Background: an optimization exercise with open tools, aiming at small area, a short achievable clock period and few clock cycles. Do not read the settings as production practice. RTL that was checked went through simulation tests only; none was proved equivalent to the original. Power is estimated from default activity; no workload was simulated.

## juniper
// cache_top
module cache_top (
	input  wire         clk,
	input  wire         rst_n,
	input  wire         i_proc_read,
	input  wire         i_proc_write,
	input  wire [30-1:0] i_proc_addr,
	input  wire [32-1:0]  i_proc_wdata,
	output logic [32-1:0]       o_proc_rdata,
	output logic        o_proc_stall,
	output logic        o_mem_read,
	output logic        o_mem_write,
	output logic [28-1:0]      o_mem_addr,
	output logic [128-1:0]       o_mem_wdata,
	input  wire [128-1:0]  i_mem_rdata,
	input  wire         i_mem_ready
);
clock: 8.0 ns
lec_check: 0
abc_clock_period_in_ps: 2500
cap_margin: 20
core_margin: 2
core_utilization: 40
slew_margin: 20
standard.sh (not shown) runs the stock make flow with config.mk's settings and CLKGATE_MAP_FILE= SYNTH_SCRIPT=/design/flow/synth_recipe.tcl, a recipe that flattens the netlist after the stock synthesis.
==> flow/flow/run.sh <==
#!/bin/bash
# The standard layout, with the port buffers made of the smallest buffer cell and
# timing repair aiming for extra setup slack
set -euo pipefail
export BUFFER_PORTS_ARGS="-buffer_cell sky130_fd_sc_hd__buf_1"
export SETUP_SLACK_MARGIN=5.5
bash standard.sh > standard_flow.log 2>&1
> inputs changed (juniper -> harbor)
-- flow/flow/run.sh --
<<< juniper, line 6
export SETUP_SLACK_MARGIN=5.5
>>> harbor, line 6
export SETUP_SLACK_MARGIN=5.3
Results
- harbor completed end to end with timing, DRC and antenna clean.
- Diff juniper -> harbor | number of buffer and inverter instances along the worst setup path | decrease of 1
- On cell count after placement, juniper tracks harbor almost exactly.
- Via count: harbor better than juniper
- Reported for juniper and harbor, max-capacitance violation count turned out identical to the last digit.
- Going from juniper to harbor, power consumption dropped 25%; final setup slack of the worst path has remained practically unchanged; worst setup slack after placement went up by 0.26 ns; number of logic stages on the critical path including buffering fell by 1.
- Going from juniper to harbor, worst hold margin now smaller, proportion of power drawn by flip-flops and latches now larger.
No functional check of the RTL was part of any run of this note.

---

run 1:
Another version of the RTL of cache_top (not shown whole).
Size in the first run: about 790 cells after synthesis, ~200 flip-flops, ~390 I/O pins, ~8500 um^2 of cells after synthesis.
Settings: LEC_CHECK=0, ABC_CLOCK_PERIOD_IN_PS=2500, CAP_MARGIN=20, CORE_MARGIN=2, CORE_UTILIZATION=40, SLEW_MARGIN=20; clock period 8.0 ns.
==> flow/flow/run.sh <==
#!/bin/bash
# The standard layout, with:
#  - the port buffers made of the smallest buffer cell,
#  - timing repair aiming for extra setup slack,
#  - the slow many-input OR/NOR cells (or4*, nor4*, nor3*) added to the platform's
#    don't-use list (flow/dont_use.txt holds the platform's list and these), so that
#    the tag compare maps to faster gates,
#  - clock tree synthesis without dummy loads and free to use smaller clock buffers.
set -euo pipefail
here=$(cd "$(dirname "$0")" && pwd)
export BUFFER_PORTS_ARGS="-buffer_cell sky130_fd_sc_hd__buf_1"
export SETUP_SLACK_MARGIN=5.3
export CTS_ARGS="-sink_clustering_enable -repair_clock_nets -dont_use_dummy_load -buf_list {sky130_fd_sc_hd__clkbuf_4 sky130_fd_sc_hd__clkbuf_8 sky130_fd_sc_hd__clkbuf_16}"
bash standard.sh "DONT_USE_CELLS=$(cat "$here/dont_use.txt")" finish > standard_flow.log 2>&1
Other scripts of this flow, unchanged in this note and not shown: flow/flow/dont_use.txt
Run 1 went all the way through the flow, and no timing, DRC or antenna check failed.
The inputs of run 2 differ from those of run 1 as listed below.
==> flow/flow/run.sh <==
#!/bin/bash
# The standard layout, with:
#  - the port buffers made of the smallest buffer cell,
#  - timing repair aiming for extra setup slack,
#  - the slow many-input OR/NOR cells (or4*, nor4*, nor3*) added to the platform's
#    don't-use list (flow/dont_use.txt holds the platform's list and these), so that
#    the tag compare maps to faster gates.
set -euo pipefail
here=$(cd "$(dirname "$0")" && pwd)
export BUFFER_PORTS_ARGS="-buffer_cell sky130_fd_sc_hd__buf_1"
export SETUP_SLACK_MARGIN=5.3
bash standard.sh "DONT_USE_CELLS=$(cat "$here/dont_use.txt")" finish > standard_flow.log 2>&1
Results
- Diff run 1 -> run 2: number of antenna cells inserted roughly the same; standard cell area after detailed placement roughly the same; routed wire length higher; hold slack roughly the same; area added between synthesis and finish higher.
- Worst IR drop on VDD on run 2 is behind run 1.
- In the reports for run 2 and run 1, the larger wire length of the first global-routing pass belongs to run 2.
diff inputs: run 2 => run 3
--- a/flow/flow/run.sh
+++ b/flow/flow/run.sh
@@ -5,8 +5,10 @@
 #  - the slow many-input OR/NOR cells (or4*, nor4*, nor3*) added to the platform's
 #    don't-use list (flow/dont_use.txt holds the platform's list and these), so that
-#    the tag compare maps to faster gates.
+#    the tag compare maps to faster gates,
+#  - clock tree synthesis without dummy loads and free to use smaller clock buffers.
 set -euo pipefail
 here=$(cd "$(dirname "$0")" && pwd)
 export BUFFER_PORTS_ARGS="-buffer_cell sky130_fd_sc_hd__buf_1"
-export SETUP_SLACK_MARGIN=5.3
+export SETUP_SLACK_MARGIN=5.4
+export CTS_ARGS="-sink_clustering_enable -repair_clock_nets -dont_use_dummy_load -buf_list {sky130_fd_sc_hd__clkbuf_4 sky130_fd_sc_hd__clkbuf_8 sky130_fd_sc_hd__clkbuf_16}"
 bash standard.sh "DONT_USE_CELLS=$(cat "$here/dont_use.txt")" finish > standard_flow.log 2>&1
Results
[run 3] logic depth of the worst register-to-register path rose 2 relative to run 2
Run 3 vs. run 2: multi-input gate share of the layout cell area went down by 1.3 points.
Summary of run 3 over run 2: via count went up 92, worst stage delay on the critical path shows no meaningful change, flip-flop and latch count held steady, logic gate share of total power grew by 5.6 points, register-to-register slack higher.
Relative to run 2, the part of the power in the clock network of run 3 is lower by 4.8 points.
In run 3, worst slew margin relative to its limit is higher than in run 2.
No functional check of the RTL was part of any run of this note.

---

The RTL this note starts from:
==> flow/design.v <==
`timescale 1ns/1ns
`default_nettype none
package cache_pkg;
	typedef logic [32-1:0]  word_t;
	typedef logic [30-1:0] paddr_t;    
	typedef logic [28-1:0] laddr_t;    
	typedef logic [128-1:0]  line_t;     
	typedef logic [26-1:0]    tag_t;
	typedef logic [2-1:0]  index_t;
	typedef logic [2-1:0] offset_t;
	typedef logic way_t;
	typedef enum logic [1:0] {
		ST_READY     = 2'd0,    
		ST_WRITEBACK = 2'd1,    
		ST_REFILL    = 2'd2     
	} cache_state_e;
endpackage
`default_nettype wire
`timescale 1ns/1ns
`default_nettype none
module cache_top (
	input  wire         clk,
	input  wire         rst_n,
	input  wire         i_proc_read,
	input  wire         i_proc_write,
	input  wire [30-1:0] i_proc_addr,
	input  wire [32-1:0]  i_proc_wdata,
	output logic [32-1:0]       o_proc_rdata,
	output logic        o_proc_stall,
	output logic        o_mem_read,
	output logic        o_mem_write,
	output logic [28-1:0]      o_mem_addr,
	output logic [128-1:0]       o_mem_wdata,
	input  wire [128-1:0]  i_mem_rdata,
	input  wire         i_mem_ready
);
	logic        valid;
	logic        dirty;    
	logic [28-1:0] tag;    
	logic [128-1:0]  line;
	logic        done;     
	logic        pend;     
	logic        rd;       
	logic        wb;       
	logic [32-1:0] rdata;
	logic [28-1:0] laddr;
	logic [2-1:0] off;
	logic        req;
	logic        fresh;
	logic        hit;
	logic        lookup_hit;
	logic        lookup_miss;
	logic        rd_ready;
	logic        dirty_eff;
	logic        dirty_nxt;
	logic        port_free;
	logic        start_rd;
	logic        start_wb;
	logic        done_nxt;
	assign laddr = i_proc_addr[30-1:2];
	assign off   = i_proc_addr[2-1:0];
	assign req   = i_proc_read | i_proc_write;
	assign fresh = ~done & ~pend;
	assign hit   = valid & (tag == laddr);
	assign lookup_hit  = fresh & req & hit;
	assign lookup_miss = fresh & req & ~hit;
	assign rd_ready    = rd & i_mem_ready;
	assign dirty_eff = dirty & ~(wb & i_mem_ready);
	assign dirty_nxt = dirty_eff | (i_proc_write & (lookup_hit | rd_ready));
	assign port_free = ~((wb | rd) & ~i_mem_ready);
	assign start_rd  = (lookup_miss | (pend & ~rd)) & port_free & ~dirty_eff;
	assign start_wb  = port_free & dirty_nxt & ~start_rd;
	assign done_nxt  = lookup_hit | rd_ready;
	assign o_proc_stall = ~done;
	assign o_proc_rdata = rdata;
	assign o_mem_read   = rd;
	assign o_mem_write  = wb;
	assign o_mem_addr   = tag;
	assign o_mem_wdata  = line;
	always_ff @(posedge clk or negedge rst_n) begin
		if (!rst_n) begin
			valid <= 1'b0;
			dirty <= 1'b0;
			done  <= 1'b0;
			pend  <= 1'b0;
			rd    <= 1'b0;
			wb    <= 1'b0;
		end else begin
			dirty <= dirty_nxt;
			done  <= done_nxt;
			pend  <= (lookup_miss | pend) & ~rd_ready;
			rd    <= (rd & ~i_mem_ready) | start_rd;
			wb    <= (wb & ~i_mem_ready) | start_wb;
			if (start_rd)
				valid <= 1'b0;
			else if (rd_ready)
				valid <= 1'b1;
		end
	end
	always_ff @(posedge clk) begin
		if (start_rd)
			tag <= laddr;
		if (rd_ready) begin
			line <= i_mem_rdata;
			if (i_proc_write)
				line[off*32 +: 32] <= i_proc_wdata;
		end else if (lookup_hit & i_proc_write) begin
			line[off*32 +: 32] <= i_proc_wdata;
		end
		rdata <= '1;
		if (done_nxt & i_proc_read)
			rdata <= rd_ready ? i_mem_rdata[off*32 +: 32]
			                  : line[off*32 +: 32];
	end
endmodule
`default_nettype wire
clock: 8.0 ns
lec_check: 0
cap_margin: 20
core_margin: 2
core_utilization: 40
slew_margin: 20
run.sh (not shown) runs the stock make flow with config.mk's settings and CLKGATE_MAP_FILE= SYNTH_SCRIPT=/design/flow/synth_recipe.tcl, a recipe that flattens the netlist after the stock synthesis.
Stock flow here: none of the scripts above is used.
Testbench counts at the start, summed over its fixed seeds: cycles 107,107.
Then changed:
- ABC_CLOCK_PERIOD_IN_PS: not set -> 2500
- SETUP_SLACK_MARGIN: not set -> 5
After rerunning:
- sequential power barely changes
- first-iteration DRC count came out higher by 0.85%
- wire length came out higher by 11%
- setup slack is better by 1900 ps
- clock-buffer cell count grows by 2
- core utilization climbs by 7.5 points
- synthesized area does not change
- via count is higher by 7.6%
- final area rose by 13%
- global-route usage grows by 3.1 points
- hold slack got worse by 12 ps

-- static timing again, ports no longer ideal --
No port has a modelled driver above. Below, the same layouts with a new extraction and two added sets of constraints. Step 1, drivers: a clkbuf_16 drives clk and a buf_2 each remaining input, both assumed. Step 2 adds t to the input delays and takes it off the output delays; t is the mean of the earliest and latest rising clock arrival at the registers after step 1. Input paths then give back, and output paths get back, about the clock's delay inside the block. a / b / c = ideal / step 1 / step 2; a / b = the first two.
| run | shift t [ns] | slack for setup (ns) | worst hold slack (ns) | worst register clock-pin slew, ns |
|---|---|---|---|---|
| juniper | 0.486 | 5.227 / 5.244 / 4.758 | 0.467 / 0.467 / 0.467 | 0.08 / 0.08 |
| harbor | 0.488 | 5.224 / 5.231 / 4.743 | 0.460 / 0.460 / 0.460 | 0.08 / 0.08 |
| run 1 | 0.538 | 5.339 / 5.292 / 4.893 | 0.462 / 0.462 / 0.462 | 0.06 / 0.06 |
| run 2 | 0.543 | 5.327 / 5.279 / 4.885 | 0.462 / 0.462 / 0.462 | 0.06 / 0.06 |
| run 3 | 0.532 | 5.364 / 5.317 / 5.020 | 0.460 / 0.460 / 0.460 | 0.06 / 0.06 |
| the first run of note 3 | 0.476 | 2.558 / 2.572 / 2.096 | 0.572 / 0.572 / 0.572 | 0.08 / 0.08 |
| the second run of note 3 | 0.485 | 4.488 / 4.498 / 4.013 | 0.560 / 0.560 / 0.560 | 0.09 / 0.09 |
After both steps every run listed still meets setup and hold. For harbor, which loses most, drivers alone change the setup slack by +0.007 ns; drivers and shift together by -0.481 ns.
